This is an optimization exercise on Yosys and OpenROAD, whose aim is small area, a short achievable clock period and few clock cycles per item, not a production implementation. In this exercise RTL edits were held to simulation tests only and were not proved equivalent to the original.

[flow/design.v]
package idct_pkg;
	typedef logic signed [15:0] sample_t;    
	typedef logic signed [15:0] coeff_t;     
	typedef logic signed [39:0] acc_t;
	typedef logic [7:0]         pixel_t;
	typedef logic [17:0] sram_addr_t;
	typedef logic [15:0] sram_data_t;
	typedef logic [5:0] mat_idx_t;           
	typedef logic [4:0] blk_row_t;
	typedef logic [5:0] blk_col_t;
	typedef enum logic [2:0] {
		CTRL_IDLE,
		CTRL_FETCH,
		CTRL_PASS1,
		CTRL_PASS2,
		CTRL_DRAIN,
		CTRL_DONE
	} ctrl_state_t;
	typedef enum logic [1:0] {
		IO_IDLE,
		IO_READ,
		IO_WRITE
	} io_state_t;
endpackage
`timescale 1ns/1ns
module idct_tstore #(
	parameter int L = 3                   
) (
	input  logic            CLOCK_50_I,
	input  logic [7:0]      we,           
	input  logic [7:0][3:0] wd,           
	input  logic            hi_col,       
	output logic [7:0][3:0] rd            
);
	function automatic int port_slot(input int r, input int c);
		port_slot = (58 - L + 8 * (c % 4 - r) + ((c >= 4) ? 4 : 0) + 64) % 32;
	endfunction
	logic [7:0][31:0][3:0] ring;          
	always_ff @(posedge CLOCK_50_I) begin
		for (int r = 0; r < 8; r++) begin
			for (int s = 0; s < 32; s++) begin
				ring[r][s] <= ring[r][(s + 1) % 32];
				for (int c = 0; c < 8; c++) begin
					if (we[r] && port_slot(r, c) == s) begin
						ring[r][s] <= wd[c];
					end
				end
			end
		end
	end
	always_comb begin
		for (int r = 0; r < 8; r++) begin
			rd[r] = hi_col ? ring[r][4] : ring[r][0];
		end
	end
endmodule
`timescale 1ns/1ns
module idct_ds (
	input  logic       CLOCK_50_I,
	input  logic [2:0] ph2,          
	input  logic [3:0] x0,
	input  logic [3:0] x1,
	input  logic [3:0] x2,
	input  logic [3:0] x3,
	input  logic [3:0] x4,
	input  logic [3:0] x5,
	input  logic [3:0] x6,
	input  logic [3:0] x7,
	output logic [3:0] y0,
	output logic [3:0] y1,
	output logic [3:0] y2,
	output logic [3:0] y3,
	output logic [3:0] y4,
	output logic [3:0] y5,
	output logic [3:0] y6,
	output logic [3:0] y7
);
	localparam int LAT = 3;
	logic [2:0] q0;
	assign q0 = ph2;
	logic [2:0] q1;
	logic [2:0] q2;
	logic [2:0] q3;
	logic p0_last;
	logic p1_last;
	logic p2_last;
	logic p0_ge1;
	logic p0_ge2;
	logic p0_ge3;
	logic p1_ge1;
	logic p1_ge2;
	logic p1_ge3;
	logic p2_ge1;
	logic p2_ge2;
	logic p2_ge3;
	logic [3:0] d0_r1;
	logic [3:0] d0_r2;
	logic [3:0] d0_r3;
	logic [3:0] d1_r1;
	logic [3:0] d1_r2;
	logic [3:0] d1_r3;
	logic [3:0] d2_r1;
	logic [3:0] d2_r2;
	logic [3:0] d2_r3;
	logic [3:0] d3_r1;
	logic [3:0] d3_r2;
	logic [3:0] d3_r3;
	logic [3:0] a0_r1;
	logic [3:0] a1_r1;
	logic [3:0] b0_r1;
	logic [3:0] b0_r2;
	logic [3:0] b0_r3;
	logic [3:0] b0_r4;
	logic [3:0] b1_r1;
	logic [3:0] b1_r2;
	logic [3:0] b1_r3;
	logic [3:0] b1_r4;
	logic [3:0] u0_r1;
	logic [3:0] u0_r2;
	logic [3:0] u4_r1;
	logic [3:0] u4_r2;
	logic [3:0] t0_r1;
	logic [3:0] t0_r2;
	logic [3:0] t0_r3;
	logic [3:0] t4_r1;
	logic [3:0] t4_r2;
	logic [3:0] t4_r3;
	logic [3:0] t0d_r1;
	logic [3:0] t0d_r2;
	logic [3:0] t0d_r3;
	logic [3:0] t0d_r4;
	logic [3:0] t0d_r5;
	logic [3:0] t1d_r1;
	logic [3:0] t1d_r2;
	logic [3:0] t1d_r3;
	logic [3:0] t1d_r4;
	logic [3:0] t1d_r5;
	logic [3:0] t2d_r1;
	logic [3:0] t2d_r2;
	logic [3:0] t2d_r3;
	logic [3:0] t2d_r4;
	logic [3:0] t2d_r5;
	logic [3:0] t3d_r1;
	logic [3:0] t3d_r2;
	logic [3:0] t3d_r3;
	logic [3:0] t3d_r4;
	logic [3:0] t3d_r5;
	logic [3:0] y0_1_r1;
	logic [3:0] y0_2_r1;
	logic [3:0] y4_3_r1;
	logic [3:0] y4_4_r1;
	logic [3:0] y2_7_r1;
	logic [3:0] y2_9_r1;
	logic [3:0] y2_10_r1;
	logic [3:0] y2_11_r1;
	logic [3:0] y6_13_r1;
	logic [3:0] y6_16_r1;
	logic [3:0] y6_17_r1;
	logic [3:0] y6_18_r1;
	logic [3:0] m399_0_20_r1;
	logic [3:0] m2008_0_23_r1;
	logic [3:0] m1702_0_25_r1;
	logic [3:0] m399_1_28_r1;
	logic [3:0] m2008_1_31_r1;
	logic [3:0] m1702_1_33_r1;
	logic [3:0] m399_2_36_r1;
	logic [3:0] m2008_2_39_r1;
	logic [3:0] m1702_2_41_r1;
	logic [3:0] m399_3_44_r1;
	logic [3:0] m2008_3_47_r1;
	logic [3:0] m1702_3_49_r1;
	logic [3:0] y1_51_r1;
	logic [3:0] y1_53_r1;
	logic [3:0] y3_54_r1;
	logic [3:0] y3_56_r1;
	logic [3:0] y5_57_r1;
	logic [3:0] y5_59_r1;
	logic [3:0] y7_60_r1;
	logic [3:0] y7_62_r1;
	logic [3:0] u0_r1_m1_1;
	assign u0_r1_m1_1 = u0_r1 & {4{p1_ge1}};
	logic [3:0] u4_r1_m1_1;
	assign u4_r1_m1_1 = u4_r1 & {4{p1_ge1}};
	logic [3:0] d0_r1_m0_1;
	assign d0_r1_m0_1 = d0_r1 & {4{p0_ge1}};
	logic [3:0] d1_r1_m0_1;
	assign d1_r1_m0_1 = d1_r1 & {4{p0_ge1}};
	logic [3:0] d2_r1_m0_1;
	assign d2_r1_m0_1 = d2_r1 & {4{p0_ge1}};
	logic [3:0] d3_r1_m0_1;
	assign d3_r1_m0_1 = d3_r1 & {4{p0_ge1}};
	logic [3:0] t0_r2_m1_2;
	assign t0_r2_m1_2 = t0_r2 & {4{p1_ge2}};
	logic [3:0] t0_r3_m1_3;
	assign t0_r3_m1_3 = t0_r3 & {4{p1_ge3}};
	logic [3:0] u0_r2_m1_2;
	assign u0_r2_m1_2 = u0_r2 & {4{p1_ge2}};
	logic [3:0] t0_r1_m1_1;
	assign t0_r1_m1_1 = t0_r1 & {4{p1_ge1}};
	logic [3:0] t0_r2_m2_1;
	assign t0_r2_m2_1 = t0_r2 & {4{p2_ge1}};
	logic [3:0] t4_r2_m1_2;
	assign t4_r2_m1_2 = t4_r2 & {4{p1_ge2}};
	logic [3:0] t4_r3_m1_3;
	assign t4_r3_m1_3 = t4_r3 & {4{p1_ge3}};
	logic [3:0] u4_r2_m1_2;
	assign u4_r2_m1_2 = u4_r2 & {4{p1_ge2}};
	logic [3:0] t4_r1_m1_1;
	assign t4_r1_m1_1 = t4_r1 & {4{p1_ge1}};
	logic [3:0] t4_r2_m2_1;
	assign t4_r2_m2_1 = t4_r2 & {4{p2_ge1}};
	logic [3:0] b0_r2_m0_2;
	assign b0_r2_m0_2 = b0_r2 & {4{p0_ge2}};
	logic [3:0] b0_r3_m0_3;
	assign b0_r3_m0_3 = b0_r3 & {4{p0_ge3}};
	logic [3:0] b0_r1_m0_1;
	assign b0_r1_m0_1 = b0_r1 & {4{p0_ge1}};
	logic [3:0] b0_r3_m1_2;
	assign b0_r3_m1_2 = b0_r3 & {4{p1_ge2}};
	logic [3:0] b0_r4_m1_3;
	assign b0_r4_m1_3 = b0_r4 & {4{p1_ge3}};
	logic [3:0] b0_r2_m1_1;
	assign b0_r2_m1_1 = b0_r2 & {4{p1_ge1}};
	logic [3:0] b1_r2_m0_2;
	assign b1_r2_m0_2 = b1_r2 & {4{p0_ge2}};
	logic [3:0] b1_r3_m0_3;
	assign b1_r3_m0_3 = b1_r3 & {4{p0_ge3}};
	logic [3:0] b1_r1_m0_1;
	assign b1_r1_m0_1 = b1_r1 & {4{p0_ge1}};
	logic [3:0] b1_r3_m1_2;
	assign b1_r3_m1_2 = b1_r3 & {4{p1_ge2}};
	logic [3:0] b1_r2_m1_1;
	assign b1_r2_m1_1 = b1_r2 & {4{p1_ge1}};
	logic [3:0] b1_r4_m1_3;
	assign b1_r4_m1_3 = b1_r4 & {4{p1_ge3}};
	logic [3:0] t0d_r1_m0_1;
	assign t0d_r1_m0_1 = t0d_r1 & {4{p0_ge1}};
	logic [3:0] t0d_r2_m0_2;
	assign t0d_r2_m0_2 = t0d_r2 & {4{p0_ge2}};
	logic [3:0] t0d_r2_m1_1;
	assign t0d_r2_m1_1 = t0d_r2 & {4{p1_ge1}};
	logic [3:0] t0d_r3_m1_2;
	assign t0d_r3_m1_2 = t0d_r3 & {4{p1_ge2}};
	logic [3:0] t0d_r4_m1_3;
	assign t0d_r4_m1_3 = t0d_r4 & {4{p1_ge3}};
	logic [3:0] t0d_r4_m2_2;
	assign t0d_r4_m2_2 = t0d_r4 & {4{p2_ge2}};
	logic [3:0] t0d_r5_m2_3;
	assign t0d_r5_m2_3 = t0d_r5 & {4{p2_ge3}};
	logic [3:0] d0_r2_m0_2;
	assign d0_r2_m0_2 = d0_r2 & {4{p0_ge2}};
	logic [3:0] d0_r3_m0_3;
	assign d0_r3_m0_3 = d0_r3 & {4{p0_ge3}};
	logic [3:0] t0d_r3_m0_3;
	assign t0d_r3_m0_3 = t0d_r3 & {4{p0_ge3}};
	logic [3:0] t1d_r1_m0_1;
	assign t1d_r1_m0_1 = t1d_r1 & {4{p0_ge1}};
	logic [3:0] t1d_r2_m0_2;
	assign t1d_r2_m0_2 = t1d_r2 & {4{p0_ge2}};
	logic [3:0] t1d_r2_m1_1;
	assign t1d_r2_m1_1 = t1d_r2 & {4{p1_ge1}};
	logic [3:0] t1d_r3_m1_2;
	assign t1d_r3_m1_2 = t1d_r3 & {4{p1_ge2}};
	logic [3:0] t1d_r4_m1_3;
	assign t1d_r4_m1_3 = t1d_r4 & {4{p1_ge3}};
	logic [3:0] t1d_r4_m2_2;
	assign t1d_r4_m2_2 = t1d_r4 & {4{p2_ge2}};
	logic [3:0] t1d_r5_m2_3;
	assign t1d_r5_m2_3 = t1d_r5 & {4{p2_ge3}};
	logic [3:0] d1_r2_m0_2;
	assign d1_r2_m0_2 = d1_r2 & {4{p0_ge2}};
	logic [3:0] d1_r3_m0_3;
	assign d1_r3_m0_3 = d1_r3 & {4{p0_ge3}};
	logic [3:0] t1d_r3_m0_3;
	assign t1d_r3_m0_3 = t1d_r3 & {4{p0_ge3}};
	logic [3:0] t2d_r1_m0_1;
	assign t2d_r1_m0_1 = t2d_r1 & {4{p0_ge1}};
	logic [3:0] t2d_r2_m0_2;
	assign t2d_r2_m0_2 = t2d_r2 & {4{p0_ge2}};
	logic [3:0] t2d_r2_m1_1;
	assign t2d_r2_m1_1 = t2d_r2 & {4{p1_ge1}};
	logic [3:0] t2d_r3_m1_2;
	assign t2d_r3_m1_2 = t2d_r3 & {4{p1_ge2}};
	logic [3:0] t2d_r4_m1_3;
	assign t2d_r4_m1_3 = t2d_r4 & {4{p1_ge3}};
	logic [3:0] t2d_r4_m2_2;
	assign t2d_r4_m2_2 = t2d_r4 & {4{p2_ge2}};
	logic [3:0] t2d_r5_m2_3;
	assign t2d_r5_m2_3 = t2d_r5 & {4{p2_ge3}};
	logic [3:0] d2_r2_m0_2;
	assign d2_r2_m0_2 = d2_r2 & {4{p0_ge2}};
	logic [3:0] d2_r3_m0_3;
	assign d2_r3_m0_3 = d2_r3 & {4{p0_ge3}};
	logic [3:0] t2d_r3_m0_3;
	assign t2d_r3_m0_3 = t2d_r3 & {4{p0_ge3}};
	logic [3:0] t3d_r1_m0_1;
	assign t3d_r1_m0_1 = t3d_r1 & {4{p0_ge1}};
	logic [3:0] t3d_r2_m0_2;
	assign t3d_r2_m0_2 = t3d_r2 & {4{p0_ge2}};
	logic [3:0] t3d_r2_m1_1;
	assign t3d_r2_m1_1 = t3d_r2 & {4{p1_ge1}};
	logic [3:0] t3d_r3_m1_2;
	assign t3d_r3_m1_2 = t3d_r3 & {4{p1_ge2}};
	logic [3:0] t3d_r4_m1_3;
	assign t3d_r4_m1_3 = t3d_r4 & {4{p1_ge3}};
	logic [3:0] t3d_r4_m2_2;
	assign t3d_r4_m2_2 = t3d_r4 & {4{p2_ge2}};
	logic [3:0] t3d_r5_m2_3;
	assign t3d_r5_m2_3 = t3d_r5 & {4{p2_ge3}};
	logic [3:0] d3_r2_m0_2;
	assign d3_r2_m0_2 = d3_r2 & {4{p0_ge2}};
	logic [3:0] d3_r3_m0_3;
	assign d3_r3_m0_3 = d3_r3 & {4{p0_ge3}};
	logic [3:0] t3d_r3_m0_3;
	assign t3d_r3_m0_3 = t3d_r3 & {4{p0_ge3}};
	logic [3:0] e0;
	logic e0_c, e0_co;
	idct_dsadd e0_u (.a(x0), .b(x7), .ci(e0_c), .s(e0), .co(e0_co));
	logic [3:0] e1;
	logic e1_c, e1_co;
	idct_dsadd e1_u (.a(x1), .b(x6), .ci(e1_c), .s(e1), .co(e1_co));
	logic [3:0] e2;
	logic e2_c, e2_co;
	idct_dsadd e2_u (.a(x2), .b(x5), .ci(e2_c), .s(e2), .co(e2_co));
	logic [3:0] e3;
	logic e3_c, e3_co;
	idct_dsadd e3_u (.a(x3), .b(x4), .ci(e3_c), .s(e3), .co(e3_co));
	logic [3:0] d0;
	logic d0_c, d0_co;
	idct_dsadd d0_u (.a(x0), .b(~x7), .ci(d0_c), .s(d0), .co(d0_co));
	logic [3:0] d1;
	logic d1_c, d1_co;
	idct_dsadd d1_u (.a(x1), .b(~x6), .ci(d1_c), .s(d1), .co(d1_co));
	logic [3:0] d2;
	logic d2_c, d2_co;
	idct_dsadd d2_u (.a(x2), .b(~x5), .ci(d2_c), .s(d2), .co(d2_co));
	logic [3:0] d3;
	logic d3_c, d3_co;
	idct_dsadd d3_u (.a(x3), .b(~x4), .ci(d3_c), .s(d3), .co(d3_co));
	logic [3:0] a0;
	logic a0_c, a0_co;
	idct_dsadd a0_u (.a(e0), .b(e3), .ci(a0_c), .s(a0), .co(a0_co));
	logic [3:0] a1;
	logic a1_c, a1_co;
	idct_dsadd a1_u (.a(e1), .b(e2), .ci(a1_c), .s(a1), .co(a1_co));
	logic [3:0] b0;
	logic b0_c, b0_co;
	idct_dsadd b0_u (.a(e0), .b(~e3), .ci(b0_c), .s(b0), .co(b0_co));
	logic [3:0] b1;
	logic b1_c, b1_co;
	idct_dsadd b1_u (.a(e1), .b(~e2), .ci(b1_c), .s(b1), .co(b1_co));
	logic [3:0] u0;
	logic u0_c, u0_co;
	idct_dsadd u0_u (.a(a0_r1), .b(a1_r1), .ci(u0_c), .s(u0), .co(u0_co));
	logic [3:0] u4;
	logic u4_c, u4_co;
	idct_dsadd u4_u (.a(a0_r1), .b(~a1_r1), .ci(u4_c), .s(u4), .co(u4_co));
	logic [3:0] t0;
	logic t0_c, t0_co;
	idct_dsadd t0_u (.a(u0), .b({u0[2:0], u0_r1_m1_1[3:3]}), .ci(t0_c), .s(t0), .co(t0_co));
	logic [3:0] t4;
	logic t4_c, t4_co;
	idct_dsadd t4_u (.a(u4), .b({u4[2:0], u4_r1_m1_1[3:3]}), .ci(t4_c), .s(t4), .co(t4_co));
	logic [3:0] t0d;
	logic t0d_c, t0d_co;
	idct_dsadd t0d_u (.a(d0), .b({d0[2:0], d0_r1_m0_1[3:3]}), .ci(t0d_c), .s(t0d), .co(t0d_co));
	logic [3:0] t1d;
	logic t1d_c, t1d_co;
	idct_dsadd t1d_u (.a(d1), .b({d1[2:0], d1_r1_m0_1[3:3]}), .ci(t1d_c), .s(t1d), .co(t1d_co));
	logic [3:0] t2d;
	logic t2d_c, t2d_co;
	idct_dsadd t2d_u (.a(d2), .b({d2[2:0], d2_r1_m0_1[3:3]}), .ci(t2d_c), .s(t2d), .co(t2d_co));
	logic [3:0] t3d;
	logic t3d_c, t3d_co;
	idct_dsadd t3d_u (.a(d3), .b({d3[2:0], d3_r1_m0_1[3:3]}), .ci(t3d_c), .s(t3d), .co(t3d_co));
	logic [3:0] y0_1;
	logic y0_1_c, y0_1_co;
	idct_dsadd y0_1_u (.a({t0_r2_m1_2[2:0], t0_r3_m1_3[3:3]}), .b(~{u0_r1_m1_1[1:0], u0_r2_m1_2[3:2]}), .ci(y0_1_c), .s(y0_1), .co(y0_1_co));
	logic [3:0] y0_2;
	logic y0_2_c, y0_2_co;
	idct_dsadd y0_2_u (.a(y0_1_r1), .b(~{t0_r1[0:0], t0_r2_m2_1[3:1]}), .ci(y0_2_c), .s(y0_2), .co(y0_2_co));
	logic [3:0] y4_3;
	logic y4_3_c, y4_3_co;
	idct_dsadd y4_3_u (.a({t4_r2_m1_2[2:0], t4_r3_m1_3[3:3]}), .b(~{u4_r1_m1_1[1:0], u4_r2_m1_2[3:2]}), .ci(y4_3_c), .s(y4_3), .co(y4_3_co));
	logic [3:0] y4_4;
	logic y4_4_c, y4_4_co;
	idct_dsadd y4_4_u (.a(y4_3_r1), .b(~{t4_r1[0:0], t4_r2_m2_1[3:1]}), .ci(y4_4_c), .s(y4_4), .co(y4_4_co));
	logic [3:0] y2_5;
	logic y2_5_c, y2_5_co;
	idct_dsadd y2_5_u (.a({b0_r3_m1_2[0:0], b0_r4_m1_3[3:1]}), .b({b0_r1[1:0], b0_r2_m1_1[3:2]}), .ci(y2_5_c), .s(y2_5), .co(y2_5_co));
	logic [3:0] y2_6;
	logic y2_6_c, y2_6_co;
	idct_dsadd y2_6_u (.a({b1_r2_m0_2[1:0], b1_r3_m0_3[3:2]}), .b(b1_r1_m0_1), .ci(y2_6_c), .s(y2_6), .co(y2_6_co));
	logic [3:0] y2_7;
	logic y2_7_c, y2_7_co;
	idct_dsadd y2_7_u (.a(y2_6), .b(~{b0_r1_m0_1[0:0], b0_r2_m0_2[3:1]}), .ci(y2_7_c), .s(y2_7), .co(y2_7_co));
	logic [3:0] y2_8;
	logic y2_8_c, y2_8_co;
	idct_dsadd y2_8_u (.a(y2_7_r1), .b(~{b0_r2_m1_1[2:0], b0_r3_m1_2[3:3]}), .ci(y2_8_c), .s(y2_8), .co(y2_8_co));
	logic [3:0] y2_9;
	logic y2_9_c, y2_9_co;
	idct_dsadd y2_9_u (.a(b1_r3_m1_2), .b(b1_r1), .ci(y2_9_c), .s(y2_9), .co(y2_9_co));
	logic [3:0] y2_10;
	logic y2_10_c, y2_10_co;
	idct_dsadd y2_10_u (.a(y2_5), .b(y2_8), .ci(y2_10_c), .s(y2_10), .co(y2_10_co));
	logic [3:0] y2_11;
	logic y2_11_c, y2_11_co;
	idct_dsadd y2_11_u (.a(y2_10_r1), .b(~y2_9_r1), .ci(y2_11_c), .s(y2_11), .co(y2_11_co));
	logic [3:0] y6_12;
	logic y6_12_c, y6_12_co;
	idct_dsadd y6_12_u (.a({b0_r2_m0_2[1:0], b0_r3_m0_3[3:2]}), .b(b0_r1_m0_1), .ci(y6_12_c), .s(y6_12), .co(y6_12_co));
	logic [3:0] y6_13;
	logic y6_13_c, y6_13_co;
	idct_dsadd y6_13_u (.a(y6_12), .b({b1_r1_m0_1[0:0], b1_r2_m0_2[3:1]}), .ci(y6_13_c), .s(y6_13), .co(y6_13_co));
	logic [3:0] y6_14;
	logic y6_14_c, y6_14_co;
	idct_dsadd y6_14_u (.a({b1_r2_m1_1[2:0], b1_r3_m1_2[3:3]}), .b(y6_13_r1), .ci(y6_14_c), .s(y6_14), .co(y6_14_co));
	logic [3:0] y6_15;
	logic y6_15_c, y6_15_co;
	idct_dsadd y6_15_u (.a(b0_r3_m1_2), .b(b0_r1), .ci(y6_15_c), .s(y6_15), .co(y6_15_co));
	logic [3:0] y6_16;
	logic y6_16_c, y6_16_co;
	idct_dsadd y6_16_u (.a({b1_r3_m1_2[0:0], b1_r4_m1_3[3:1]}), .b({b1_r1[1:0], b1_r2_m1_1[3:2]}), .ci(y6_16_c), .s(y6_16), .co(y6_16_co));
	logic [3:0] y6_17;
	logic y6_17_c, y6_17_co;
	idct_dsadd y6_17_u (.a(y6_14), .b(~y6_15), .ci(y6_17_c), .s(y6_17), .co(y6_17_co));
	logic [3:0] y6_18;
	logic y6_18_c, y6_18_co;
	idct_dsadd y6_18_u (.a(y6_17_r1), .b(~y6_16_r1), .ci(y6_18_c), .s(y6_18), .co(y6_18_co));
	logic [3:0] m399_0_19;
	logic m399_0_19_c, m399_0_19_co;
	idct_dsadd m399_0_19_u (.a({t0d_r2_m1_1[0:0], t0d_r3_m1_2[3:1]}), .b({t0d_r1[1:0], t0d_r2_m1_1[3:2]}), .ci(m399_0_19_c), .s(m399_0_19), .co(m399_0_19_co));
	logic [3:0] m399_0_20;
	logic m399_0_20_c, m399_0_20_co;
	idct_dsadd m399_0_20_u (.a(t0d_r1), .b(m399_0_19), .ci(m399_0_20_c), .s(m399_0_20), .co(m399_0_20_co));
	logic [3:0] m1137_0_21;
	logic m1137_0_21_c, m1137_0_21_co;
	idct_dsadd m1137_0_21_u (.a({t0d_r4_m2_2[2:0], t0d_r5_m2_3[3:3]}), .b(~m399_0_20_r1), .ci(m1137_0_21_c), .s(m1137_0_21), .co(m1137_0_21_co));
	logic [3:0] m2008_0_22;
	logic m2008_0_22_c, m2008_0_22_co;
	idct_dsadd m2008_0_22_u (.a({d0_r2_m0_2[0:0], d0_r3_m0_3[3:1]}), .b(~{d0_r1_m0_1[2:0], d0_r2_m0_2[3:3]}), .ci(m2008_0_22_c), .s(m2008_0_22), .co(m2008_0_22_co));
	logic [3:0] m2008_0_23;
	logic m2008_0_23_c, m2008_0_23_co;
	idct_dsadd m2008_0_23_u (.a(m2008_0_22), .b(~{d0[0:0], d0_r1_m0_1[3:1]}), .ci(m2008_0_23_c), .s(m2008_0_23), .co(m2008_0_23_co));
	logic [3:0] m1702_0_24;
	logic m1702_0_24_c, m1702_0_24_co;
	idct_dsadd m1702_0_24_u (.a({d0_r1_m0_1[1:0], d0_r2_m0_2[3:2]}), .b({t0d_r2_m0_2[2:0], t0d_r3_m0_3[3:3]}), .ci(m1702_0_24_c), .s(m1702_0_24), .co(m1702_0_24_co));
	logic [3:0] m1702_0_25;
	logic m1702_0_25_c, m1702_0_25_co;
	idct_dsadd m1702_0_25_u (.a(m1702_0_24), .b({t0d_r1_m0_1[2:0], t0d_r2_m0_2[3:3]}), .ci(m1702_0_25_c), .s(m1702_0_25), .co(m1702_0_25_co));
	logic [3:0] m1702_0_26;
	logic m1702_0_26_c, m1702_0_26_co;
	idct_dsadd m1702_0_26_u (.a({t0d_r1[2:0], t0d_r2_m1_1[3:3]}), .b(m1702_0_25_r1), .ci(m1702_0_26_c), .s(m1702_0_26), .co(m1702_0_26_co));
	logic [3:0] m399_1_27;
	logic m399_1_27_c, m399_1_27_co;
	idct_dsadd m399_1_27_u (.a({t1d_r2_m1_1[0:0], t1d_r3_m1_2[3:1]}), .b({t1d_r1[1:0], t1d_r2_m1_1[3:2]}), .ci(m399_1_27_c), .s(m399_1_27), .co(m399_1_27_co));
	logic [3:0] m399_1_28;
	logic m399_1_28_c, m399_1_28_co;
	idct_dsadd m399_1_28_u (.a(t1d_r1), .b(m399_1_27), .ci(m399_1_28_c), .s(m399_1_28), .co(m399_1_28_co));
	logic [3:0] m1137_1_29;
	logic m1137_1_29_c, m1137_1_29_co;
	idct_dsadd m1137_1_29_u (.a({t1d_r4_m2_2[2:0], t1d_r5_m2_3[3:3]}), .b(~m399_1_28_r1), .ci(m1137_1_29_c), .s(m1137_1_29), .co(m1137_1_29_co));
	logic [3:0] m2008_1_30;
	logic m2008_1_30_c, m2008_1_30_co;
	idct_dsadd m2008_1_30_u (.a({d1_r2_m0_2[0:0], d1_r3_m0_3[3:1]}), .b(~{d1_r1_m0_1[2:0], d1_r2_m0_2[3:3]}), .ci(m2008_1_30_c), .s(m2008_1_30), .co(m2008_1_30_co));
	logic [3:0] m2008_1_31;
	logic m2008_1_31_c, m2008_1_31_co;
	idct_dsadd m2008_1_31_u (.a(m2008_1_30), .b(~{d1[0:0], d1_r1_m0_1[3:1]}), .ci(m2008_1_31_c), .s(m2008_1_31), .co(m2008_1_31_co));
	logic [3:0] m1702_1_32;
	logic m1702_1_32_c, m1702_1_32_co;
	idct_dsadd m1702_1_32_u (.a({d1_r1_m0_1[1:0], d1_r2_m0_2[3:2]}), .b({t1d_r2_m0_2[2:0], t1d_r3_m0_3[3:3]}), .ci(m1702_1_32_c), .s(m1702_1_32), .co(m1702_1_32_co));
	logic [3:0] m1702_1_33;
	logic m1702_1_33_c, m1702_1_33_co;
	idct_dsadd m1702_1_33_u (.a(m1702_1_32), .b({t1d_r1_m0_1[2:0], t1d_r2_m0_2[3:3]}), .ci(m1702_1_33_c), .s(m1702_1_33), .co(m1702_1_33_co));
	logic [3:0] m1702_1_34;
	logic m1702_1_34_c, m1702_1_34_co;
	idct_dsadd m1702_1_34_u (.a({t1d_r1[2:0], t1d_r2_m1_1[3:3]}), .b(m1702_1_33_r1), .ci(m1702_1_34_c), .s(m1702_1_34), .co(m1702_1_34_co));
	logic [3:0] m399_2_35;
	logic m399_2_35_c, m399_2_35_co;
	idct_dsadd m399_2_35_u (.a({t2d_r2_m1_1[0:0], t2d_r3_m1_2[3:1]}), .b({t2d_r1[1:0], t2d_r2_m1_1[3:2]}), .ci(m399_2_35_c), .s(m399_2_35), .co(m399_2_35_co));
	logic [3:0] m399_2_36;
	logic m399_2_36_c, m399_2_36_co;
	idct_dsadd m399_2_36_u (.a(t2d_r1), .b(m399_2_35), .ci(m399_2_36_c), .s(m399_2_36), .co(m399_2_36_co));
	logic [3:0] m1137_2_37;
	logic m1137_2_37_c, m1137_2_37_co;
	idct_dsadd m1137_2_37_u (.a({t2d_r4_m2_2[2:0], t2d_r5_m2_3[3:3]}), .b(~m399_2_36_r1), .ci(m1137_2_37_c), .s(m1137_2_37), .co(m1137_2_37_co));
	logic [3:0] m2008_2_38;
	logic m2008_2_38_c, m2008_2_38_co;
	idct_dsadd m2008_2_38_u (.a({d2_r2_m0_2[0:0], d2_r3_m0_3[3:1]}), .b(~{d2_r1_m0_1[2:0], d2_r2_m0_2[3:3]}), .ci(m2008_2_38_c), .s(m2008_2_38), .co(m2008_2_38_co));
	logic [3:0] m2008_2_39;
	logic m2008_2_39_c, m2008_2_39_co;
	idct_dsadd m2008_2_39_u (.a(m2008_2_38), .b(~{d2[0:0], d2_r1_m0_1[3:1]}), .ci(m2008_2_39_c), .s(m2008_2_39), .co(m2008_2_39_co));
	logic [3:0] m1702_2_40;
	logic m1702_2_40_c, m1702_2_40_co;
	idct_dsadd m1702_2_40_u (.a({d2_r1_m0_1[1:0], d2_r2_m0_2[3:2]}), .b({t2d_r2_m0_2[2:0], t2d_r3_m0_3[3:3]}), .ci(m1702_2_40_c), .s(m1702_2_40), .co(m1702_2_40_co));
	logic [3:0] m1702_2_41;
	logic m1702_2_41_c, m1702_2_41_co;
	idct_dsadd m1702_2_41_u (.a(m1702_2_40), .b({t2d_r1_m0_1[2:0], t2d_r2_m0_2[3:3]}), .ci(m1702_2_41_c), .s(m1702_2_41), .co(m1702_2_41_co));
	logic [3:0] m1702_2_42;
	logic m1702_2_42_c, m1702_2_42_co;
	idct_dsadd m1702_2_42_u (.a({t2d_r1[2:0], t2d_r2_m1_1[3:3]}), .b(m1702_2_41_r1), .ci(m1702_2_42_c), .s(m1702_2_42), .co(m1702_2_42_co));
	logic [3:0] m399_3_43;
	logic m399_3_43_c, m399_3_43_co;
	idct_dsadd m399_3_43_u (.a({t3d_r2_m1_1[0:0], t3d_r3_m1_2[3:1]}), .b({t3d_r1[1:0], t3d_r2_m1_1[3:2]}), .ci(m399_3_43_c), .s(m399_3_43), .co(m399_3_43_co));
	logic [3:0] m399_3_44;
	logic m399_3_44_c, m399_3_44_co;
	idct_dsadd m399_3_44_u (.a(t3d_r1), .b(m399_3_43), .ci(m399_3_44_c), .s(m399_3_44), .co(m399_3_44_co));
	logic [3:0] m1137_3_45;
	logic m1137_3_45_c, m1137_3_45_co;
	idct_dsadd m1137_3_45_u (.a({t3d_r4_m2_2[2:0], t3d_r5_m2_3[3:3]}), .b(~m399_3_44_r1), .ci(m1137_3_45_c), .s(m1137_3_45), .co(m1137_3_45_co));
	logic [3:0] m2008_3_46;
	logic m2008_3_46_c, m2008_3_46_co;
	idct_dsadd m2008_3_46_u (.a({d3_r2_m0_2[0:0], d3_r3_m0_3[3:1]}), .b(~{d3_r1_m0_1[2:0], d3_r2_m0_2[3:3]}), .ci(m2008_3_46_c), .s(m2008_3_46), .co(m2008_3_46_co));
	logic [3:0] m2008_3_47;
	logic m2008_3_47_c, m2008_3_47_co;
	idct_dsadd m2008_3_47_u (.a(m2008_3_46), .b(~{d3[0:0], d3_r1_m0_1[3:1]}), .ci(m2008_3_47_c), .s(m2008_3_47), .co(m2008_3_47_co));
	logic [3:0] m1702_3_48;
	logic m1702_3_48_c, m1702_3_48_co;
	idct_dsadd m1702_3_48_u (.a({d3_r1_m0_1[1:0], d3_r2_m0_2[3:2]}), .b({t3d_r2_m0_2[2:0], t3d_r3_m0_3[3:3]}), .ci(m1702_3_48_c), .s(m1702_3_48), .co(m1702_3_48_co));
	logic [3:0] m1702_3_49;
	logic m1702_3_49_c, m1702_3_49_co;
	idct_dsadd m1702_3_49_u (.a(m1702_3_48), .b({t3d_r1_m0_1[2:0], t3d_r2_m0_2[3:3]}), .ci(m1702_3_49_c), .s(m1702_3_49), .co(m1702_3_49_co));
	logic [3:0] m1702_3_50;
	logic m1702_3_50_c, m1702_3_50_co;
	idct_dsadd m1702_3_50_u (.a({t3d_r1[2:0], t3d_r2_m1_1[3:3]}), .b(m1702_3_49_r1), .ci(m1702_3_50_c), .s(m1702_3_50), .co(m1702_3_50_co));
	logic [3:0] y1_51;
	logic y1_51_c, y1_51_co;
	idct_dsadd y1_51_u (.a(m2008_0_23_r1), .b(m1702_1_34), .ci(y1_51_c), .s(y1_51), .co(y1_51_co));
	logic [3:0] y1_52;
	logic y1_52_c, y1_52_co;
	idct_dsadd y1_52_u (.a(m399_3_44_r1), .b(y1_51_r1), .ci(y1_52_c), .s(y1_52), .co(y1_52_co));
	logic [3:0] y1_53;
	logic y1_53_c, y1_53_co;
	idct_dsadd y1_53_u (.a(m1137_2_37), .b(y1_52), .ci(y1_53_c), .s(y1_53), .co(y1_53_co));
	logic [3:0] y3_54;
	logic y3_54_c, y3_54_co;
	idct_dsadd y3_54_u (.a(m1702_0_26), .b(~m2008_2_39_r1), .ci(y3_54_c), .s(y3_54), .co(y3_54_co));
	logic [3:0] y3_55;
	logic y3_55_c, y3_55_co;
	idct_dsadd y3_55_u (.a(y3_54_r1), .b(~m399_1_28_r1), .ci(y3_55_c), .s(y3_55), .co(y3_55_co));
	logic [3:0] y3_56;
	logic y3_56_c, y3_56_co;
	idct_dsadd y3_56_u (.a(y3_55), .b(~m1137_3_45), .ci(y3_56_c), .s(y3_56), .co(y3_56_co));
	logic [3:0] y5_57;
	logic y5_57_c, y5_57_co;
	idct_dsadd y5_57_u (.a(m1702_3_50), .b(~m2008_1_31_r1), .ci(y5_57_c), .s(y5_57), .co(y5_57_co));
	logic [3:0] y5_58;
	logic y5_58_c, y5_58_co;
	idct_dsadd y5_58_u (.a(m399_2_36_r1), .b(y5_57_r1), .ci(y5_58_c), .s(y5_58), .co(y5_58_co));
	logic [3:0] y5_59;
	logic y5_59_c, y5_59_co;
	idct_dsadd y5_59_u (.a(m1137_0_21), .b(y5_58), .ci(y5_59_c), .s(y5_59), .co(y5_59_co));
	logic [3:0] y7_60;
	logic y7_60_c, y7_60_co;
	idct_dsadd y7_60_u (.a(m1702_2_42), .b(~m2008_3_47_r1), .ci(y7_60_c), .s(y7_60), .co(y7_60_co));
	logic [3:0] y7_61;
	logic y7_61_c, y7_61_co;
	idct_dsadd y7_61_u (.a(m399_0_20_r1), .b(y7_60_r1), .ci(y7_61_c), .s(y7_61), .co(y7_61_co));
	logic [3:0] y7_62;
	logic y7_62_c, y7_62_co;
	idct_dsadd y7_62_u (.a(y7_61), .b(~m1137_1_29), .ci(y7_62_c), .s(y7_62), .co(y7_62_co));
	assign y0 = y0_2_r1;
	assign y1 = y1_53_r1;
	assign y2 = y2_11_r1;
	assign y3 = y3_56_r1;
	assign y4 = y4_4_r1;
	assign y5 = y5_59_r1;
	assign y6 = y6_18_r1;
	assign y7 = y7_62_r1;
	always_ff @(posedge CLOCK_50_I) begin
		q1 <= q0;
		q2 <= q1;
		q3 <= q2;
		p0_last <= (q0 == 3'd0);
		p1_last <= (q1 == 3'd0);
		p2_last <= (q2 == 3'd0);
		p0_ge1 <= (q1 >= 3'd1);
		p0_ge2 <= (q1 >= 3'd2);
		p0_ge3 <= (q1 >= 3'd3);
		p1_ge1 <= (q2 >= 3'd1);
		p1_ge2 <= (q2 >= 3'd2);
		p1_ge3 <= (q2 >= 3'd3);
		p2_ge1 <= (q3 >= 3'd1);
		p2_ge2 <= (q3 >= 3'd2);
		p2_ge3 <= (q3 >= 3'd3);
		e0_c <= p0_last ? 1'b0 : e0_co;
		e1_c <= p0_last ? 1'b0 : e1_co;
		e2_c <= p0_last ? 1'b0 : e2_co;
		e3_c <= p0_last ? 1'b0 : e3_co;
		d0_c <= p0_last ? 1'b1 : d0_co;
		d1_c <= p0_last ? 1'b1 : d1_co;
		d2_c <= p0_last ? 1'b1 : d2_co;
		d3_c <= p0_last ? 1'b1 : d3_co;
		a0_c <= p0_last ? 1'b0 : a0_co;
		a1_c <= p0_last ? 1'b0 : a1_co;
		b0_c <= p0_last ? 1'b1 : b0_co;
		b1_c <= p0_last ? 1'b1 : b1_co;
		u0_c <= p1_last ? 1'b0 : u0_co;
		u4_c <= p1_last ? 1'b1 : u4_co;
		t0_c <= p1_last ? 1'b0 : t0_co;
		t4_c <= p1_last ? 1'b0 : t4_co;
		t0d_c <= p0_last ? 1'b0 : t0d_co;
		t1d_c <= p0_last ? 1'b0 : t1d_co;
		t2d_c <= p0_last ? 1'b0 : t2d_co;
		t3d_c <= p0_last ? 1'b0 : t3d_co;
		y0_1_c <= p1_last ? 1'b1 : y0_1_co;
		y0_2_c <= p2_last ? 1'b1 : y0_2_co;
		y4_3_c <= p1_last ? 1'b1 : y4_3_co;
		y4_4_c <= p2_last ? 1'b1 : y4_4_co;
		y2_5_c <= p1_last ? 1'b0 : y2_5_co;
		y2_6_c <= p0_last ? 1'b0 : y2_6_co;
		y2_7_c <= p0_last ? 1'b1 : y2_7_co;
		y2_8_c <= p1_last ? 1'b1 : y2_8_co;
		y2_9_c <= p1_last ? 1'b0 : y2_9_co;
		y2_10_c <= p1_last ? 1'b0 : y2_10_co;
		y2_11_c <= p2_last ? 1'b1 : y2_11_co;
		y6_12_c <= p0_last ? 1'b0 : y6_12_co;
		y6_13_c <= p0_last ? 1'b0 : y6_13_co;
		y6_14_c <= p1_last ? 1'b0 : y6_14_co;
		y6_15_c <= p1_last ? 1'b0 : y6_15_co;
		y6_16_c <= p1_last ? 1'b0 : y6_16_co;
		y6_17_c <= p1_last ? 1'b1 : y6_17_co;
		y6_18_c <= p2_last ? 1'b1 : y6_18_co;
		m399_0_19_c <= p1_last ? 1'b0 : m399_0_19_co;
		m399_0_20_c <= p1_last ? 1'b0 : m399_0_20_co;
		m1137_0_21_c <= p2_last ? 1'b1 : m1137_0_21_co;
		m2008_0_22_c <= p0_last ? 1'b1 : m2008_0_22_co;
		m2008_0_23_c <= p0_last ? 1'b1 : m2008_0_23_co;
		m1702_0_24_c <= p0_last ? 1'b0 : m1702_0_24_co;
		m1702_0_25_c <= p0_last ? 1'b0 : m1702_0_25_co;
		m1702_0_26_c <= p1_last ? 1'b0 : m1702_0_26_co;
		m399_1_27_c <= p1_last ? 1'b0 : m399_1_27_co;
		m399_1_28_c <= p1_last ? 1'b0 : m399_1_28_co;
		m1137_1_29_c <= p2_last ? 1'b1 : m1137_1_29_co;
		m2008_1_30_c <= p0_last ? 1'b1 : m2008_1_30_co;
		m2008_1_31_c <= p0_last ? 1'b1 : m2008_1_31_co;
		m1702_1_32_c <= p0_last ? 1'b0 : m1702_1_32_co;
		m1702_1_33_c <= p0_last ? 1'b0 : m1702_1_33_co;
		m1702_1_34_c <= p1_last ? 1'b0 : m1702_1_34_co;
		m399_2_35_c <= p1_last ? 1'b0 : m399_2_35_co;
		m399_2_36_c <= p1_last ? 1'b0 : m399_2_36_co;
		m1137_2_37_c <= p2_last ? 1'b1 : m1137_2_37_co;
		m2008_2_38_c <= p0_last ? 1'b1 : m2008_2_38_co;
		m2008_2_39_c <= p0_last ? 1'b1 : m2008_2_39_co;
		m1702_2_40_c <= p0_last ? 1'b0 : m1702_2_40_co;
		m1702_2_41_c <= p0_last ? 1'b0 : m1702_2_41_co;
		m1702_2_42_c <= p1_last ? 1'b0 : m1702_2_42_co;
		m399_3_43_c <= p1_last ? 1'b0 : m399_3_43_co;
		m399_3_44_c <= p1_last ? 1'b0 : m399_3_44_co;
		m1137_3_45_c <= p2_last ? 1'b1 : m1137_3_45_co;
		m2008_3_46_c <= p0_last ? 1'b1 : m2008_3_46_co;
		m2008_3_47_c <= p0_last ? 1'b1 : m2008_3_47_co;
		m1702_3_48_c <= p0_last ? 1'b0 : m1702_3_48_co;
		m1702_3_49_c <= p0_last ? 1'b0 : m1702_3_49_co;
		m1702_3_50_c <= p1_last ? 1'b0 : m1702_3_50_co;
		y1_51_c <= p1_last ? 1'b0 : y1_51_co;
		y1_52_c <= p2_last ? 1'b0 : y1_52_co;
		y1_53_c <= p2_last ? 1'b0 : y1_53_co;
		y3_54_c <= p1_last ? 1'b1 : y3_54_co;
		y3_55_c <= p2_last ? 1'b1 : y3_55_co;
		y3_56_c <= p2_last ? 1'b1 : y3_56_co;
		y5_57_c <= p1_last ? 1'b1 : y5_57_co;
		y5_58_c <= p2_last ? 1'b0 : y5_58_co;
		y5_59_c <= p2_last ? 1'b0 : y5_59_co;
		y7_60_c <= p1_last ? 1'b1 : y7_60_co;
		y7_61_c <= p2_last ? 1'b0 : y7_61_co;
		y7_62_c <= p2_last ? 1'b1 : y7_62_co;
		d0_r1 <= d0;
		d0_r2 <= d0_r1;
		d0_r3 <= d0_r2;
		d1_r1 <= d1;
		d1_r2 <= d1_r1;
		d1_r3 <= d1_r2;
		d2_r1 <= d2;
		d2_r2 <= d2_r1;
		d2_r3 <= d2_r2;
		d3_r1 <= d3;
		d3_r2 <= d3_r1;
		d3_r3 <= d3_r2;
		a0_r1 <= a0;
		a1_r1 <= a1;
		b0_r1 <= b0;
		b0_r2 <= b0_r1;
		b0_r3 <= b0_r2;
		b0_r4 <= b0_r3;
		b1_r1 <= b1;
		b1_r2 <= b1_r1;
		b1_r3 <= b1_r2;
		b1_r4 <= b1_r3;
		u0_r1 <= u0;
		u0_r2 <= u0_r1;
		u4_r1 <= u4;
		u4_r2 <= u4_r1;
		t0_r1 <= t0;
		t0_r2 <= t0_r1;
		t0_r3 <= t0_r2;
		t4_r1 <= t4;
		t4_r2 <= t4_r1;
		t4_r3 <= t4_r2;
		t0d_r1 <= t0d;
		t0d_r2 <= t0d_r1;
		t0d_r3 <= t0d_r2;
		t0d_r4 <= t0d_r3;
		t0d_r5 <= t0d_r4;
		t1d_r1 <= t1d;
		t1d_r2 <= t1d_r1;
		t1d_r3 <= t1d_r2;
		t1d_r4 <= t1d_r3;
		t1d_r5 <= t1d_r4;
		t2d_r1 <= t2d;
		t2d_r2 <= t2d_r1;
		t2d_r3 <= t2d_r2;
		t2d_r4 <= t2d_r3;
		t2d_r5 <= t2d_r4;
		t3d_r1 <= t3d;
		t3d_r2 <= t3d_r1;
		t3d_r3 <= t3d_r2;
		t3d_r4 <= t3d_r3;
		t3d_r5 <= t3d_r4;
		y0_1_r1 <= y0_1;
		y0_2_r1 <= y0_2;
		y4_3_r1 <= y4_3;
		y4_4_r1 <= y4_4;
		y2_7_r1 <= y2_7;
		y2_9_r1 <= y2_9;
		y2_10_r1 <= y2_10;
		y2_11_r1 <= y2_11;
		y6_13_r1 <= y6_13;
		y6_16_r1 <= y6_16;
		y6_17_r1 <= y6_17;
		y6_18_r1 <= y6_18;
		m399_0_20_r1 <= m399_0_20;
		m2008_0_23_r1 <= m2008_0_23;
		m1702_0_25_r1 <= m1702_0_25;
		m399_1_28_r1 <= m399_1_28;
		m2008_1_31_r1 <= m2008_1_31;
		m1702_1_33_r1 <= m1702_1_33;
		m399_2_36_r1 <= m399_2_36;
		m2008_2_39_r1 <= m2008_2_39;
		m1702_2_41_r1 <= m1702_2_41;
		m399_3_44_r1 <= m399_3_44;
		m2008_3_47_r1 <= m2008_3_47;
		m1702_3_49_r1 <= m1702_3_49;
		y1_51_r1 <= y1_51;
		y1_53_r1 <= y1_53;
		y3_54_r1 <= y3_54;
		y3_56_r1 <= y3_56;
		y5_57_r1 <= y5_57;
		y5_59_r1 <= y5_59;
		y7_60_r1 <= y7_60;
		y7_62_r1 <= y7_62;
	end
endmodule
module idct_dsadd (
	input  logic [3:0] a,
	input  logic [3:0] b,
	input  logic       ci,
	output logic [3:0] s,
	output logic       co
);
	logic [4:0] c;
	assign c[0] = ci;
	for (genvar i = 0; i < 4; i++) begin : g_fa
		assign s[i]   = ~(a[i] ^ b[i] ^ ~c[i]);
		assign c[i+1] = ~((~a[i] & ~b[i]) | (~c[i] & (~a[i] | ~b[i])));
	end
	assign co = c[4];
endmodule
`timescale 1ns/1ns
module idct_top (
	input  logic                 CLOCK_50_I,
	input  logic                 resetn,
	input  logic                 start,
	input  idct_pkg::blk_row_t   block_row,
	input  idct_pkg::blk_col_t   block_col,
	output logic                 busy,
	output logic                 done,
	input  idct_pkg::sram_data_t sram_read_data,
	output idct_pkg::sram_data_t sram_write_data,
	output idct_pkg::sram_addr_t sram_address,
	output logic                 sram_we_n
);
	localparam int L       = 3;               
	localparam int DONE_TC = 146 + L;
	localparam int WR0     = 89 + L;          
	localparam int PIX0    = 81 + L;          
	logic [7:0] tc;
	logic [7:0] ac;                           
	logic [7:0] wc;                           
	logic       accept;
	logic       run;                          
	logic       idle_i;                       
	logic       busy_n;
	logic       we_q;                         
	assign accept    = start && idle_i;
	assign run       = !idle_i && !accept;
	assign busy_n    = accept || (!idle_i && tc != 8'(DONE_TC - 1));
	assign sram_we_n = !we_q;
	always_ff @(posedge CLOCK_50_I or negedge resetn) begin
		if (!resetn) begin
			busy   <= 1'b0;
			idle_i <= 1'b1;
			done   <= 1'b0;
			tc     <= '0;
			ac     <= '0;
			wc     <= '0;
		end else begin
			busy   <= busy_n;
			idle_i <= !busy_n;
			done   <= !accept && !idle_i && tc == 8'(DONE_TC - 1);
			if (accept) begin
				tc  <= 8'd1;
				ac  <= 8'd1;
				wc  <= 8'(1 - 88 - L);
			end else if (!idle_i) begin
				tc  <= tc + 8'd1;
				ac  <= ac + 8'd1;
				wc  <= wc + 8'd1;
			end
		end
	end
	logic [4:0]  rq;
	logic [5:0]  kq;
	logic [13:0] mpos;                        
	logic        rd_a, wr_a;                  
	logic [2:0]  k_a;                         
	logic        rd_first;                    
	logic        rd_second;                   
	logic [13:0] mpos_in;                     
	logic        rd1;
	logic [2:0]  c1;
	logic [15:0] hi;
	logic        wr_load;                     
	logic [2:0]  wr_i;
	logic [1:0]  wr_w;
	assign mpos    = {1'b0, rq, 8'd0} + {3'b0, rq, kq};
	assign mpos_in = {1'b0, block_row, 8'd0} + {3'b0, block_row, block_col};
	assign rd_a = (ac < 8'd64);
	assign wr_a = (wc < 8'd64) && !wc[3];
	assign k_a  = rd_a ? ac[5:3] : wc[2:0];
	always_ff @(posedge CLOCK_50_I or negedge resetn) begin
		if (!resetn) begin
			wr_load  <= 1'b0;
			we_q     <= 1'b0;
			rd_first  <= 1'b0;
			rd_second <= 1'b0;
		end else begin
			wr_load  <= run && wr_a;
			we_q     <= wr_load && !idle_i;
			rd_first  <= accept;
			rd_second <= rd_first;
		end
	end
	always_ff @(posedge CLOCK_50_I) begin
		rq   <= block_row;
		kq   <= block_col;
		rd1  <= rd_a;
		c1   <= ac[2:0];
		wr_i <= wc[2:0];
		wr_w <= wc[5:4];
		hi   <= {2'b0, mpos} + {10'd0, k_a, 3'd0} + {8'd0, k_a, 5'd0} + (rd_a ? 16'd9600 : 16'd0);
		if (rd_first) begin
			sram_address <= {15'(mpos_in) + 15'd9600, 3'd0};
		end else if (rd_second) begin
			sram_address <= {15'(mpos) + 15'd9600, 3'd1};
		end else if (rd1) begin
			sram_address <= {hi[14:0], c1};
		end else begin
			sram_address <= {hi, wr_w};
		end
	end
	logic [10:0][15:0] sr;                    
	logic [2:0]  ph2;                         
	logic [2:0]  dk;                          
	logic        pass2_ld;
	logic [7:0][3:0] sdig;
	logic [7:0][3:0] tdig;
	logic [7:0][3:0] tring;
	logic [7:0][3:0] xr;
	logic [2:0]  rd_col;
	logic        byp;                         
	logic [7:0][3:0] y;                       
	assign sr[0] = sram_read_data;
	assign ph2   = (tc < 8'd72) ? tc[2:0] + 3'd6 : tc[2:0];
	always_ff @(posedge CLOCK_50_I) begin
		dk       <= ph2;
		pass2_ld <= (tc >= 8'd72);
		rd_col   <= tc[5:3] - 3'd1;              
		byp      <= (tc >= 8'd72) && (tc <= 8'd75);
	end
	always_comb begin
		tdig    = tring;
		if (byp) begin
			tdig[7] = y[0];
		end
	end
	always_comb begin
		for (int n = 0; n < 8; n++) begin
			case (dk[1:0])
				2'd0:    sdig[n] = sr[7 - n][3:0];
				2'd1:    sdig[n] = sr[8 - n][7:4];
				2'd2:    sdig[n] = sr[9 - n][11:8];
				default: sdig[n] = sr[10 - n][15:12];
			endcase
		end
	end
	always_ff @(posedge CLOCK_50_I) begin
		sr[1] <= sram_read_data;
		for (int p = 2; p < 11; p++) begin
			sr[p] <= sr[p - 1];
		end
		for (int n = 0; n < 8; n++) begin
			if (dk[2]) begin
				xr[n] <= {4{xr[n][3]}};       
			end else if (pass2_ld) begin
				xr[n] <= tdig[n];
			end else begin
				xr[n] <= sdig[n];
			end
		end
	end
	idct_ds u_ds (
		.CLOCK_50_I(CLOCK_50_I), .ph2(ph2),
		.x0(xr[0]), .x1(xr[1]), .x2(xr[2]), .x3(xr[3]),
		.x4(xr[4]), .x5(xr[5]), .x6(xr[6]), .x7(xr[7]),
		.y0(y[0]), .y1(y[1]), .y2(y[2]), .y3(y[3]),
		.y4(y[4]), .y5(y[5]), .y6(y[6]), .y7(y[7])
	);
	logic [7:0] tz;                           
	logic [7:0] t_we;
	assign tz = tc - 8'(13 + L);
	always_ff @(posedge CLOCK_50_I) begin
		for (int r = 0; r < 8; r++) begin
			t_we[r] <= run && (tc >= 8'(13 + L)) && (tz < 8'd64) && (tz[5:3] == 3'(r)) && !tz[2];
		end
	end
	idct_tstore #(.L(L)) u_t (
		.CLOCK_50_I(CLOCK_50_I), .we(t_we), .wd(y), .hi_col(rd_col[2]), .rd(tring)
	);
	logic [7:0][3:0] yd1, yd2, yd3;
	logic [7:0][7:0] pix;
	logic [7:0][7:0] pa, pb;
	logic [7:0] pz;
	logic       pa_en, pb_en;
	assign pz = tc - 8'(PIX0 - 1);
	always_ff @(posedge CLOCK_50_I) begin
		pa_en <= (tc >= 8'(PIX0 - 1)) && (pz < 8'd64) && (pz[3:0] == 4'd0);
		pb_en <= (tc >= 8'(PIX0 - 1)) && (pz < 8'd64) && (pz[3:0] == 4'd8);
	end
	always_comb begin
		for (int i = 0; i < 8; i++) begin
			if (y[i][3]) begin
				pix[i] = 8'd0;
			end else if ((|y[i][2:0]) || (|yd1[i])) begin
				pix[i] = 8'd255;
			end else begin
				pix[i] = {yd2[i], yd3[i]};
			end
		end
	end
	always_ff @(posedge CLOCK_50_I) begin
		for (int i = 0; i < 8; i++) begin
			yd1[i] <= y[i];
			yd2[i] <= yd1[i];
			yd3[i] <= yd2[i];
			pa[i] <= pa_en ? pix[i] : pa[(i + 1) % 8];
			pb[i] <= pb_en ? pix[i] : pb[(i + 1) % 8];
		end
		sram_write_data <= {pa[1], (wr_i == 3'd0) ? pix[0] : pb[1]};
	end
endmodule
[flow/config.mk]
export PLATFORM = sky130hd
export DESIGN_NAME = idct_top
export DESIGN_NICKNAME = idct_top
export VERILOG_FILES = /design/flow/design.v
export SDC_FILE = /design/flow/constraint.sdc
export NUM_CORES = 4
export LEC_CHECK = 0
export ABC_AREA = 1
export CAP_MARGIN = 20
export CORE_MARGIN = 2
export CORE_UTILIZATION = 70
export CTS_CLUSTER_DIAMETER = 100
export CTS_CLUSTER_SIZE = 30
export PLACE_DENSITY = 0.85
export SETUP_SLACK_MARGIN = 5
export SLEW_MARGIN = 20
[flow/constraint.sdc]
create_clock -name core_clock -period 9.0 [get_ports {CLOCK_50_I}]
set_input_delay 1.8000 -clock core_clock [delete_from_list [all_inputs] [get_ports {CLOCK_50_I}]]
set_output_delay 1.8000 -clock core_clock [all_outputs]
set_load 0.01 [all_outputs]
[flow/flow/run.sh]
#!/bin/bash
set -euo pipefail
bash standard.sh SETUP_SLACK_MARGIN=6.2 finish > flow_make.log 2>&1
[flow/standard.sh]
#!/bin/bash
# synth_recipe.tcl (not shown) runs the flow's synth.tcl, then flattens the netlist and writes it again
# the make line also repeats each setting of config.mk as NAME=value (left out here)
make -C /OpenROAD-flow-scripts/flow DESIGN_CONFIG=/design/flow/config.mk WORK_HOME=/design/flow/orfs CLKGATE_MAP_FILE= SYNTH_SCRIPT=/design/flow/synth_recipe.tcl "${@:-finish}"
==> flow_metrics.tcl, run 1 <==
set metrics [dict create \
    nNetsFinal 5257 \
    setup.worst_path.end "u_ds.m1702_1_33_r1[3]" \
    grt_pass1_vias 34000 \
    period_share_pct 34.0 \
    avgViaCountPerCell 5.58 \
    synth_area_sq_um 57600 \
    synth_edf_count 8 \
    start_kind "flip-flop" \
    clock-sinks 1941 \
    final_max_slew_viol_count 0 \
    initial_utilization_pct 70.4 \
    core-area_sq_um 81700 \
    maxCapViolCount 0 \
    cp.buffers_inverters 5 \
    final_cell_mix "dfxtp_1 (1846), nand2_1 (603), inv_1 (526)" \
    outcome "complete, no violations" \
    critPathTopFamily "adder cells" \
    antenna_found_initial 6 \
    yosysTopAreaCell "dfxtp_1" \
    hpwl_mm 76.8 \
    cp_common_cell "fa_2" \
    grt-ovfl-total 0 \
    drtIter0Drc 3150 \
    setup_viol 0 \
    crit_chain "buf_12 -> buf_6 -> nand2_4 -> fa_2 -> fa_2 -> inv_2 -> fa_1 -> fa_2 -> inv_2 -> fa_1 -> inv_1" \
    syn_nets 5147 \
    hold_path_class "reg2reg" \
    fin_crit_ps 3060 \
    worst-setup-path-type "reg2reg" \
    synth_area_leaders "dfxtp_1 (66%), fa_1 (12%), inv_1 (4.2%)" \
    max_freq_ghz 0.326 \
    grt_pass1_wl_mm 194 \
    critical_path_required_ps 9640 \
    worst_ep_arrival_time_ps 3710 \
    dr.pass1.iters 8 \
    yosysSeqAreaShare_pct 67.9 \
    cp.depth 11 \
    rsz0062_at_grt "true" \
    finalInstanceArea_sq_um 63100 \
    ioPinCount 67 \
    vias 33200 \
    cts_tree "done" \
    die_w_um 291 \
    ys_warn_count 3 \
    worstSetupEndpointType "flip-flop" \
    chipHeight_um 291 \
    gp_congestion 0.842 \
    crit_path_start "u_ds.p0_ge2" \
    final_common_cell "dfxtp_1" \
    tightest_slew_ps 1000 \
    drt.antenna.violating_nets 0 \
    path_clk_slew_ps 120 \
    synth-seq-cells 1941 \
    maxSlewHeadroom_pct 32.6 \
    timing.rr.start "u_ds.p0_ge2" \
    cts.path.max_buffers 3 \
    routed_wl_mm 135 \
    final.setup.tns_ps 0 \
    htree_num_levels 3 \
    rows 105 \
    async_reset_ff_share_pct 1.60 \
    grt_usage_pct 30.3 \
    placed_area_sq_um 59500 \
    skew_ps 29.8 \
    syn_inst 4748 \
    synth_cell_types 43 \
    dieArea_sq_um 84500 \
    clock_latency_ps 690 \
    synth_top_cell_area_share_pct 66.2 \
    critical_path.max_fanout 7 \
    finalHoldViolations 0 \
    critPathSlowestCell "fa_1" \
    ys.flop_type "dfxtp_1" \
    port_buffers 66 \
    reg2reg_depth 11 \
    timing.rr.end "u_ds.m1702_1_33_r1[3]" \
    cts_hold_buf 0 \
    slowest_delay_ps 440 \
    grt_max_degree 129 \
    cts_buffers 75 \
    r2r_slack_ps 5940 \
    final_layout_size_suffix_gt1_share_pct 17.2 \
    syn2layout_area_growth_pct 9.58 \
    wl_per_cell_um 22.8 \
    syn-mean-instance-area_sq_um 12.1 \
    cts-root-buf "clkbuf_16" \
    drc_errors 0 \
]
[per-layer routing]
layer  GRT usage, %  share of wire [%]  wire (um)
met1           38.2                 38      51500
met2           50.7                 48      64800
met3           5.40                7.8      10500
met4           15.1                6.4       8720
met5              0              0.017         23
[sequential cells by signal, summed over array words and instances, names as in the netlist, 5 cells and up]
signal / count
ac: 8
hi: 16
kq: 6
pa: 64
pb: 64
rq: 5
sr: 136
sram_address: 18
sram_write_data: 16
t_we: 8
tc: 8
u_t.ring: 1024
wc: 8
xr: 32
yd1: 32
yd2: 32
yd3: 32
[final cells by class]
class                           count  area [sq um]
Sequential cell                  1941         39200
Fill cell                        4289         18600
Clock inverter                      9           156
Clock buffer                       86          1940
Multi-Input combinational cell   2008         16200
Inverter                          659          2510
Tap cell                         1070          1340
Antenna cell                        1          2.50
Timing Repair Buffer              173          1710
[worst min path at each step]
stage                          to  slack, ps  cells past startpoint     startpoint
global route        u_t.ring[857]        330                      0  u_t.ring[861]
finish              u_t.ring[392]        320                      0  u_t.ring[396]
global placement    u_t.ring[728]        310                      0  u_t.ring[732]
floorplan                  sr[40]        310                      0         sr[24]
CTS                 u_t.ring[501]        330                      0  u_t.ring[505]
detailed placement  u_t.ring[304]        310                      0  u_t.ring[308]
[metrics by stage]
step | std cells | utilization [%] | hold WS (ps) | worst slack [ps]
after detailed placement | 5768 | 72.8 | 312 | 5000
final | 5947 | 77.2 | 325 | 5940
after CTS | 5910 | 76.3 | 325 | 5950
after global placement | 5768 | 72.8 | 310 | 5070
after global routing | 5946 | 77.2 | 325 | 5880
after floorplan | 4748 | - | 310 | 5840
[what timing repair did]
item / CTS / global route
resized for setup: 367 / 200
pin swaps: 86 / 109
setup endpoints to repair: 127 / 110
cloned: 5 / 0
buffers inserted: 42 / 35
[synth_stat cells, types with 23 or more instances]
| library cell | n |
|---|---|
| ha_1 | 36 |
| dfxtp_1 | 1902 |
| nor2_1 | 196 |
| buf_2 | 41 |
| inv_1 | 651 |
| clkbuf_1 | 86 |
| mux2_2 | 144 |
| or2_2 | 27 |
| fa_1 | 333 |
| nand3_1 | 58 |
| o21ai_0 | 313 |
| o21ai_1 | 23 |
| dfrtp_1 | 30 |
| nand2_1 | 641 |
| a21oi_1 | 158 |
[logic make-up (layout without fill, tap and decap cells)]
kind of cell	Yosys count	in the layout	share of synthesized area (%)
multiplexers	145	145	2.83
flip-flops	1941	1941	67.9
adder cells (fa/ha/maj)	369	369	12.4
XOR/XNOR	13	13	0.198
AO/OA/AOI/OAI	525	525	4.73
AND/OR/NAND/NOR	956	956	6.62
buffers and inverters	799	927	5.33
other	0	1	0
Testbench counts, summed over its fixed seeds: cycles 19,072, blocks 128.
==> run 2, diff against run 1 <==
--- a/flow/config.mk
+++ b/flow/config.mk
@@ -10,6 +10,6 @@
 export CORE_MARGIN = 2
-export CORE_UTILIZATION = 70
+export CORE_UTILIZATION = 65
 export CTS_CLUSTER_DIAMETER = 100
 export CTS_CLUSTER_SIZE = 30
-export PLACE_DENSITY = 0.85
+export PLACE_DENSITY = 0.8
 export SETUP_SLACK_MARGIN = 5
==> run 2 against run 1 <==
  * Still clean on timing, DRC and antenna
  * Global-route usage fell by 4.5 points
  * Hold slack barely moved
  * Critical path depth rose by 3
  * Worst setup slack improved by 3.6 ps
  * Maximum frequency rose by 0.12%
  * Synthesized cell count did not move
  * Via count fell by 6.7%
  * Core utilization fell by 5.7 points
  * Critical path type unchanged
==> flow_metrics.tcl, run 2 <==
set metrics [dict create \
    clock_latency_ps 670 \
    drtIter0Drc 2226 \
    skew_ps 26.2 \
    drc_errors 0 \
    syn-mean-instance-area_sq_um 12.1 \
    antenna_found_initial 0 \
    maxSlewHeadroom_pct 31.5 \
    routed_wl_mm 117 \
    avgViaCountPerCell 5.14 \
    finalInstanceArea_sq_um 62900 \
    final_cell_mix "dfxtp_1 (1845), nand2_1 (607), inv_1 (528)" \
    gp_congestion 0.832 \
    synth_edf_count 8 \
    synth_top_cell_area_share_pct 66.2 \
    dieArea_sq_um 90900 \
    worst-setup-path-type "reg2reg" \
    cts_hold_buf 0 \
    cts-root-buf "clkbuf_16" \
    max_freq_ghz 0.327 \
    synth_area_leaders "dfxtp_1 (66%), fa_1 (12%), inv_1 (4.2%)" \
    final.setup.tns_ps 0 \
    outcome "complete, no violations" \
    synth_cell_types 43 \
    final_layout_size_suffix_gt1_share_pct 16.8 \
    grt_pass1_vias 31800 \
    cts_tree "done" \
    ys_warn_count 3 \
    critical_path.max_fanout 4 \
    grt_max_degree 129 \
    dr.pass1.iters 5 \
    grt_usage_pct 25.8 \
    tightest_slew_ps 1020 \
    crit_path_start "u_ds.p0_ge2" \
    cts_buffers 74 \
    worst_ep_arrival_time_ps 3670 \
    chipHeight_um 302 \
    synth_area_sq_um 57600 \
    syn_inst 4748 \
    syn2layout_area_growth_pct 9.36 \
    initial_utilization_pct 65.3 \
    regMostFlops "u_t.ring" \
    period_share_pct 34.0 \
    timing.rr.end "u_ds.m1702_3_49_r1[3]" \
    hold_path_class "reg2reg" \
    largest_reg_flops 1024 \
    drt.antenna.violating_nets 0 \
    rows 109 \
    path_clk_slew_ps 110 \
    start_kind "flip-flop" \
    yosysMostFrequentCell "dfxtp_1" \
    timing.rr.start "u_ds.p0_ge2" \
    grt_pass1_wl_mm 178 \
    placed_area_sq_um 59600 \
    core-area_sq_um 88100 \
    synthTopCellsByCount "dfxtp_1 (1902), inv_1 (651), nand2_1 (641)" \
    maxCapViolCount 0 \
    ys.flop_type "dfxtp_1" \
    final_max_slew_viol_count 0 \
    cts.path.max_buffers 3 \
    nNetsFinal 5244 \
    hpwl_mm 73.5 \
    whs_path_depth 0 \
    setup.worst_path.end "u_ds.m1702_3_49_r1[3]" \
    reg2reg_depth 14 \
    rsz0062_at_grt "true" \
    critical_path_required_ps 9610 \
    die_w_um 302 \
    htree_num_levels 3 \
    port_buffers 66 \
    grt-ovfl-total 0 \
    synth-seq-cells 1941 \
    syn_nets 5147 \
    setup_viol 0 \
    vias 30900 \
    final_common_cell "dfxtp_1" \
    clock-sinks 1941 \
    yosysSeqAreaShare_pct 67.9 \
    ioPinCount 67 \
    async_reset_ff_share_pct 1.60 \
    r2r_slack_ps 5940 \
    worstSetupEndpointType "flip-flop" \
    yosysTopAreaCell "dfxtp_1" \
    wl_per_cell_um 19.5 \
    reg_top3 "u_t.ring x1024, sr x136" \
    fin_crit_ps 3060 \
    finalHoldViolations 0 \
]
run 2: worst min-delay path by stage:
| stage | from | end | slack [ps] |
|---|---|---|---|
| 2_1_floorplan | sr[24] | sr[40] | 310 |
| 3_3_place_gp | u_t.ring[887] | u_t.ring[883] | 310 |
| 3_5_place_dp | u_t.ring[158] | u_t.ring[154] | 310 |
| 4_1_cts | u_t.ring[500] | u_t.ring[496] | 330 |
| 5_1_grt | u_t.ring[232] | u_t.ring[228] | 330 |
| 6_report | u_t.ring[78] | u_t.ring[74] | 320 |
run 2: repair_timing:
action / 4_1_cts / 5_1_grt
setup endpoints to repair: 126 / 103
resized for setup: 405 / 153
setup buffers: 54 / 16
pin swaps: 114 / 122
cloned: 4 / 0
run 2: kinds of logic after synthesis:
logic type                 synth area share [%]
AOI/OAI and AO/OA                          4.73
buffers and inverters                      5.33
xor gates and xnor gates                  0.198
and+or+nand+nor                            6.62
muxes                                      2.83
adders and majority gates                  12.4
DFF                                        67.9
run 2: final cells by class:
class / instances / area [sq um]
repair buffers: 161 / 1580
inverters: 659 / 2510
well taps: 1165 / 1460
fillers: 5542 / 25200
clock buffers: 81 / 1890
diodes: 1 / 2.50
clock inverters: 8 / 123
flip-flops and latches: 1941 / 39200
multi-input cells: 2008 / 16200
run 2: per-stage QoR:
stage               setup slack [ps]  hold WS, ps  cells  utilization [%]
floorplan                       5840          310   4748                -
global placement                5030          310   5860             67.6
detailed placement              5030          312   5860             67.6
CTS                             5960          330   6007             71.0
global route                    5900          331   6023             71.4
finish                          5940          325   6024             71.4
run 2: per-layer routing:
metal	vias up	wire, um	share of wire, %	global-route usage [%]
met4	0	4300	3.7	9.49
li1	14600	-	-	-
met2	740	56400	48	42.7
met1	15400	51100	44	35.0
met3	239	5510	4.7	3.36
met5	-	0	0	0
run 2: critical path, stage by stage, from the launching register on:
cell,delay (ps)
dfxtp_4,410
buf_12,120
buf_16,110
buf_6,100
nand2_4,40
fa_2,530
inv_1,60
fa_2,340
inv_2,70
fa_2,190
inv_2,50
fa_2,380
inv_2,80
fa_2,450
inv_1,80

## port drivers added, routing unchanged
The results above use ideal ports. As a check the final layouts listed here were re-extracted and re-timed, cells and wires unchanged. Step 1 sets driving cells, clkbuf_16 on the clock port and buf_2 on the other inputs (assumed; they add their load-dependent delay and slew). Step 2 also shifts input and output timing later by t, the mid clock arrival at the registers, as if the neighbouring blocks saw the same clock. Slacks: no drivers / after step 1 / after step 2; pairs: no drivers / after step 1.
| run | t (ns) | setup slack, ns | worst setup path after step 2 | worst data-port slew with drivers (ns) | cell pins on the clock port's net |
|---|---|---|---|---|---|
| run 1 | 0.736 | 5.936 / 5.925 / 5.556 | input to register | 0.05 | 1 |
| run 2 | 0.723 | 5.940 / 5.937 / 5.569 | input to register | 0.06 | 1 |
After both steps every run listed still meets setup and hold. For run 1, which loses most, drivers alone change the setup slack by -0.011 ns; drivers and shift together by -0.380 ns.
